Context: an optimization exercise on an open-source flow, tuned for small area, a short achievable clock period and few clock cycles per item. The choices shown serve that exercise and are no tape-out recipe. Where RTL was checked, it was by simulation tests only, not by an equivalence proof against the original.

==> build 93: inputs <==
## bounded_deque_with_positional_ops
module bounded_deque_with_positional_ops
(
   input  wire logic    clock,
   input  wire logic    reset,
   input  wire logic    start,
   output logic         busy,
   input  wire logic [39:0] req_data,
   output logic         rsp_strobe,
   output logic [43:0] rsp_data
);
   bdq_pkg::ctl_cmd_type cmd;
   bdq_pkg::word_type    req_value;
   bdq_pkg::rsp_type     rsp_word;
   logic [IDX_W-1:0]     gm1;
   logic                 min_hit;
   bdq_pkg::word_type    rd_word;
   assign rsp_data = rsp_word;
   bdq_ctrl u_ctrl (
      .clock     (clock),
      .reset     (reset),
      .start     (start),
      .req_in    (req_data),
      .min_hit   (min_hit),
      .rd_word   (rd_word),
      .cmd       (cmd),
      .req_value (req_value),
      .gm1       (gm1),
      .busy      (busy)
   );
   bdq_datapath u_datapath (
      .clock      (clock),
      .reset      (reset),
      .req_value  (req_value),
      .cmd        (cmd),
      .gm1        (gm1),
      .min_hit    (min_hit),
      .rd_word    (rd_word),
      .rsp_strobe (rsp_strobe),
      .rsp_data   (rsp_word)
   );
endmodule
make LEC_CHECK=0 CAP_MARGIN=20 CORE_MARGIN=2 CORE_UTILIZATION=40 PLACE_DENSITY=0.6 SETUP_SLACK_MARGIN=2.8 SLEW_MARGIN=20 TNS_END_PERCENT=10 finish   # period 6.0 ns
run.sh (not shown) runs the stock make flow with config.mk's settings and CLKGATE_MAP_FILE= SYNTH_SCRIPT=/design/flow/synth_recipe.tcl, a recipe that flattens the netlist after the stock synthesis.
==> trial 60: changes against build 93 <==
--- a/flow/design.v
+++ b/flow/design.v
@@ -39,11 +39,10 @@
       logic             strobe;      
       logic [IDX_W-1:0] pos;         
       logic [IDX_W-1:0] slot;        
       logic             wrap;        
       logic [IDX_W-1:0] rd_slot;     
-      logic [IDX_W-1:0] cmp_pos;     
       logic [CNT_W-1:0] count;       
       status_type       status;
    } ctl_cmd_type;
 endpackage
 `default_nettype wire
@@ -74,11 +73,10 @@
    logic [IDX_W-1:0]    gm1_ff;
    logic [CNT_W-1:0]    count_ff;
    logic                scan_ff;
    logic [CNT_W-1:0]    rd_left_ff;
    logic [IDX_W-1:0]    rd_slot_ff;
-   logic [IDX_W-1:0]    cmp_pos_ff;
    logic                accept;
    logic                fire;
    logic                miss;
    logic                scan_last;
    logic [CNT_W-1:0]    count_in;
@@ -99,55 +97,98 @@
    end
    assign count_nx = fire ? count_in : count_ff;
    assign gm1_nx   = (fire && ins_ok_ff) ? gm1_ff - IDX_W'(1) : gm1_ff;
    logic [2:0]          op_in;
    logic [CNT_W-1:0]    pos_in;
+   logic                fired_ins;
+   logic                fired_del;
    logic                is_full;
    logic                is_none;
    logic                ins_ok;
    logic                del_ok;
    logic                min_ok;
-   logic                is_ins;
+   logic                ins_bad;
+   logic                del_bad;
    logic [IDX_W-1:0]    pos_dec;
    bdq_pkg::status_type op_status;
+   logic [IDX_W:0]      tsum_ff;
+   logic [IDX_W:0]      tsum_nx;
+   logic [IDX_W-1:0]    base_ins;
+   logic [IDX_W:0]      base_del;
+   logic [IDX_W:0]      sum_ins_at;
+   logic [IDX_W:0]      sum_del_at;
    logic [IDX_W:0]      slot_sum;
-   assign op_in  = req_in[39:37];
-   assign pos_in = req_in[CNT_W-1:0];
+   assign op_in     = req_in[39:37];
+   assign pos_in    = req_in[CNT_W-1:0];
+   assign fired_ins = fire && ins_ok_ff;
+   assign fired_del = fire && del_ok_ff;
+   always_comb begin
+      tsum_nx = tsum_ff;
+      if (fired_ins) begin
+         if (gm1_ff == '0) begin
+            tsum_nx = tsum_ff + (IDX_W+1)'(DEPTH);
+         end
+      end else if (fired_del) begin
+         tsum_nx = tsum_ff - (IDX_W+1)'(1);
+      end
+   end
+   assign base_ins   = fired_ins ? gm1_ff - IDX_W'(1) : gm1_ff;
+   assign base_del   = !fired_ins ? {1'b0, gm1_ff} + (IDX_W+1)'(1) :
+                       (gm1_ff == '0) ? (IDX_W+1)'(DEPTH) : {1'b0, gm1_ff};
+   assign sum_ins_at = {1'b0, base_ins} + {1'b0, pos_in[IDX_W-1:0]};
+   assign sum_del_at = base_del + {1'b0, pos_in[IDX_W-1:0]};
+   always_comb begin
+      if (fired_ins) begin
+         ins_bad = (pos_in > count_ff + CNT_W'(1));
+         del_bad = (pos_in > count_ff);
+      end else if (fired_del) begin
+         ins_bad = (pos_in >= count_ff);
+         del_bad = (pos_in >= count_ff - CNT_W'(1));
+      end else begin
+         ins_bad = (pos_in > count_ff);
+         del_bad = (pos_in >= count_ff);
+      end
+   end
    always_comb begin
       is_full   = count_nx[CNT_W-1];
       is_none   = (count_nx == '0);
       ins_ok    = 1'b0;
       del_ok    = 1'b0;
       min_ok    = 1'b0;
-      is_ins    = 1'b0;
       pos_dec   = '0;
+      slot_sum  = base_del;
       op_status = ST_OK;
       case (op_in)
          OP_PUSH_TAIL, OP_PUSH_HEAD, OP_INSERT_AT: begin
-            is_ins = 1'b1;
             if (op_in == OP_PUSH_TAIL) begin
-               pos_dec = count_nx[IDX_W-1:0];
-            end else if (op_in == OP_INSERT_AT) begin
-               pos_dec = pos_in[IDX_W-1:0];
+               pos_dec  = count_nx[IDX_W-1:0];
+               slot_sum = tsum_nx;
+            end else if (op_in == OP_PUSH_HEAD) begin
+               slot_sum = {1'b0, base_ins};
+            end else begin
+               pos_dec  = pos_in[IDX_W-1:0];
+               slot_sum = sum_ins_at;
             end
             if (is_full) begin
                op_status = ST_FULL;
-            end else if (op_in == OP_INSERT_AT && pos_in > count_nx) begin
+            end else if (op_in == OP_INSERT_AT && ins_bad) begin
                op_status = ST_POS;
             end else begin
                ins_ok = 1'b1;
             end
          end
          OP_POP_TAIL, OP_POP_HEAD, OP_DELETE_AT: begin
             if (op_in == OP_POP_TAIL) begin
-               pos_dec = count_nx[IDX_W-1:0] - IDX_W'(1);
+               pos_dec  = count_nx[IDX_W-1:0] - IDX_W'(1);
+               slot_sum = tsum_nx;
             end else if (op_in == OP_DELETE_AT) begin
-               pos_dec = pos_in[IDX_W-1:0];
+               pos_dec  = pos_in[IDX_W-1:0];
+               slot_sum = sum_del_at;
             end
             if (is_none) begin
                op_status = ST_EMPTY;
-            end else if (op_in == OP_DELETE_AT && pos_in >= count_nx) begin
+            end else if (op_in == OP_DELETE_AT && del_bad) begin
                op_status = ST_POS;
             end else begin
                del_ok = 1'b1;
             end
          end
@@ -161,11 +202,10 @@
          default: begin
             op_status = ST_OK;
          end
       endcase
    end
-   assign slot_sum = {1'b0, gm1_nx} + {1'b0, pos_dec} + (IDX_W+1)'(!is_ins);
    always_ff @(posedge clock) begin
       if (accept) begin
          val_ff    <= req_in[36:5];
          ins_ok_ff <= ins_ok;
          del_ok_ff <= del_ok;
@@ -174,22 +214,25 @@
          pos_ff    <= pos_dec;
          slot_ff   <= slot_sum[IDX_W-1:0];
          wrap_ff   <= slot_sum[IDX_W];
       end else if (cmd.scan_read) begin
          val_ff <= rd_word;
+         pos_ff <= miss ? '0 : pos_ff + IDX_W'(1);
       end
    end
    always_ff @(posedge clock) begin
       if (reset) begin
          pend_ff <= 1'b0;
          count_ff <= '0;
          gm1_ff   <= '1;
+         tsum_ff  <= (IDX_W+1)'(DEPTH - 1);
          scan_ff  <= 1'b0;
       end else begin
          pend_ff  <= accept || (pend_ff && !fire);
          count_ff <= count_nx;
          gm1_ff   <= gm1_nx;
+         tsum_ff  <= tsum_nx;
          if (miss) begin
             scan_ff <= 1'b1;
          end else if (scan_last) begin
             scan_ff <= 1'b0;
          end
@@ -197,15 +240,13 @@
    end
    always_ff @(posedge clock) begin
       if (miss) begin
          rd_left_ff <= count_ff - CNT_W'(1);
          rd_slot_ff <= slot_ff + IDX_W'(1);
-         cmp_pos_ff <= '0;
       end else if (scan_ff && !scan_last) begin
          rd_left_ff <= rd_left_ff - CNT_W'(1);
          rd_slot_ff <= rd_slot_ff + IDX_W'(1);
-         cmp_pos_ff <= cmp_pos_ff + IDX_W'(1);
       end
    end
    assign cmd.do_ins     = fire && ins_ok_ff;
    assign cmd.do_del     = fire && del_ok_ff;
    assign cmd.do_min     = fire && min_ok_ff && min_hit;
@@ -216,11 +257,10 @@
    assign cmd.strobe     = (fire && !miss) || scan_last;
    assign cmd.pos        = pos_ff;
    assign cmd.slot       = slot_ff;
    assign cmd.wrap       = wrap_ff;
    assign cmd.rd_slot    = scan_ff ? rd_slot_ff : slot_ff;
-   assign cmd.cmp_pos    = cmp_pos_ff;
    assign cmd.count      = count_nx;
    assign cmd.status     = fire ? status_ff : ST_OK;
    assign req_value = val_ff;
    assign gm1       = gm1_ff;
 endmodule
@@ -281,11 +321,11 @@
    logic [MIN_K-1:0]  hit;
    logic [MIN_K-1:0]  gone;      
    logic              take;
    logic [IDX_W-1:0]  pos_adj [MIN_K];
    assign x     = req_value;
-   assign xpos  = cmd.scan_cmp ? cmd.cmp_pos : cmd.pos;
+   assign xpos  = cmd.pos;
    assign offer = cmd.do_ins || cmd.scan_cmp;
    for (genvar i = 0; i < MIN_K; i++) begin : g_cmp
       assign ahead[i] = lv_ff[i] &&
                         ({!lval_ff[i][WORD_W-1], lval_ff[i][WORD_W-2:0], lpos_ff[i]} <
                          {!x[WORD_W-1], x[WORD_W-2:0], xpos});
- SETUP_SLACK_MARGIN: 2.8 -> 3.2
==> comparison table <==
Status: trial 60 timing/DRC/antenna clean; build 93 timing/DRC/antenna clean
GR Util met3: trial 60 9.73%; build 93 9.14%
Post-Synthesis Cells: trial 60 3,813; build 93 3,664
Minimum setup slack among reg-to-reg paths: trial 60 2.56 ns; build 93 2.55 ns
Post-CTS resize count: trial 60 224; build 93 52
Proportion of layout cells with a drive suffix above 1: trial 60 17.7%; build 93 14.4%
Final cycle utilization of the critical path: trial 60 57.4%; build 93 57.5%
Fraction of area in non-clock buffers: trial 60 9.16%; build 93 6.95%
Flops & latches, synth: trial 60 703; build 93 702
Pin count of the biggest net entering global routing: trial 60 46; build 93 59
Endpoint of the most critical register-to-register path: trial 60 u_datapath.lval_ff[0][13]; build 93 u_datapath.cells_ff[4][7]
Area share of the largest cell type after synthesis: trial 60 31.4%; build 93 31.3%
Fraction of area in multi-input gates: trial 60 43.6%; build 93 44.1%
Worst setup slack after layout: trial 60 2.56 ns; build 93 2.55 ns
Clock sink count: trial 60 703; build 93 702
Testbench counts of trial 60, summed over its fixed seeds: cycles 8,712, items 8,000.
The RTL of build 93 was laid out without a check of its function.

what the ideal ports hide:
Ports are ideal in the flow. The routed layouts listed here were re-timed in OpenROAD.
Step 1: set_driving_cell puts a clkbuf_16 on clock and a buf_2 on each other input, an assumption about the parent block.
Step 2 adds t to the input delays and takes it off the output delays; t is the mean of the earliest and latest rising clock arrival at the registers after step 1. Input paths then give back, and output paths get back, about the clock's delay inside the block.
Three values: ideal ports, drivers, drivers and shift; two values: the first two.
| run | shift t [ns] | setup WS [ns] | worst register clock-pin slew, ns | worst slew at a driven data input, ns | pins driven straight from the clock port |
|---|---|---|---|---|---|
| build 93 | 0.721 | 2.548 / 2.548 / 2.322 | 0.07 / 0.07 | 0.07 | 1 |
| trial 60 | 0.696 | 2.558 / 2.558 / 2.558 | 0.07 / 0.07 | 0.06 | 1 |
After both steps setup and hold are still met in every run listed. The setup slack of build 93, which loses most, moves by 0.000 ns with the drivers and by -0.226 ns with both steps.
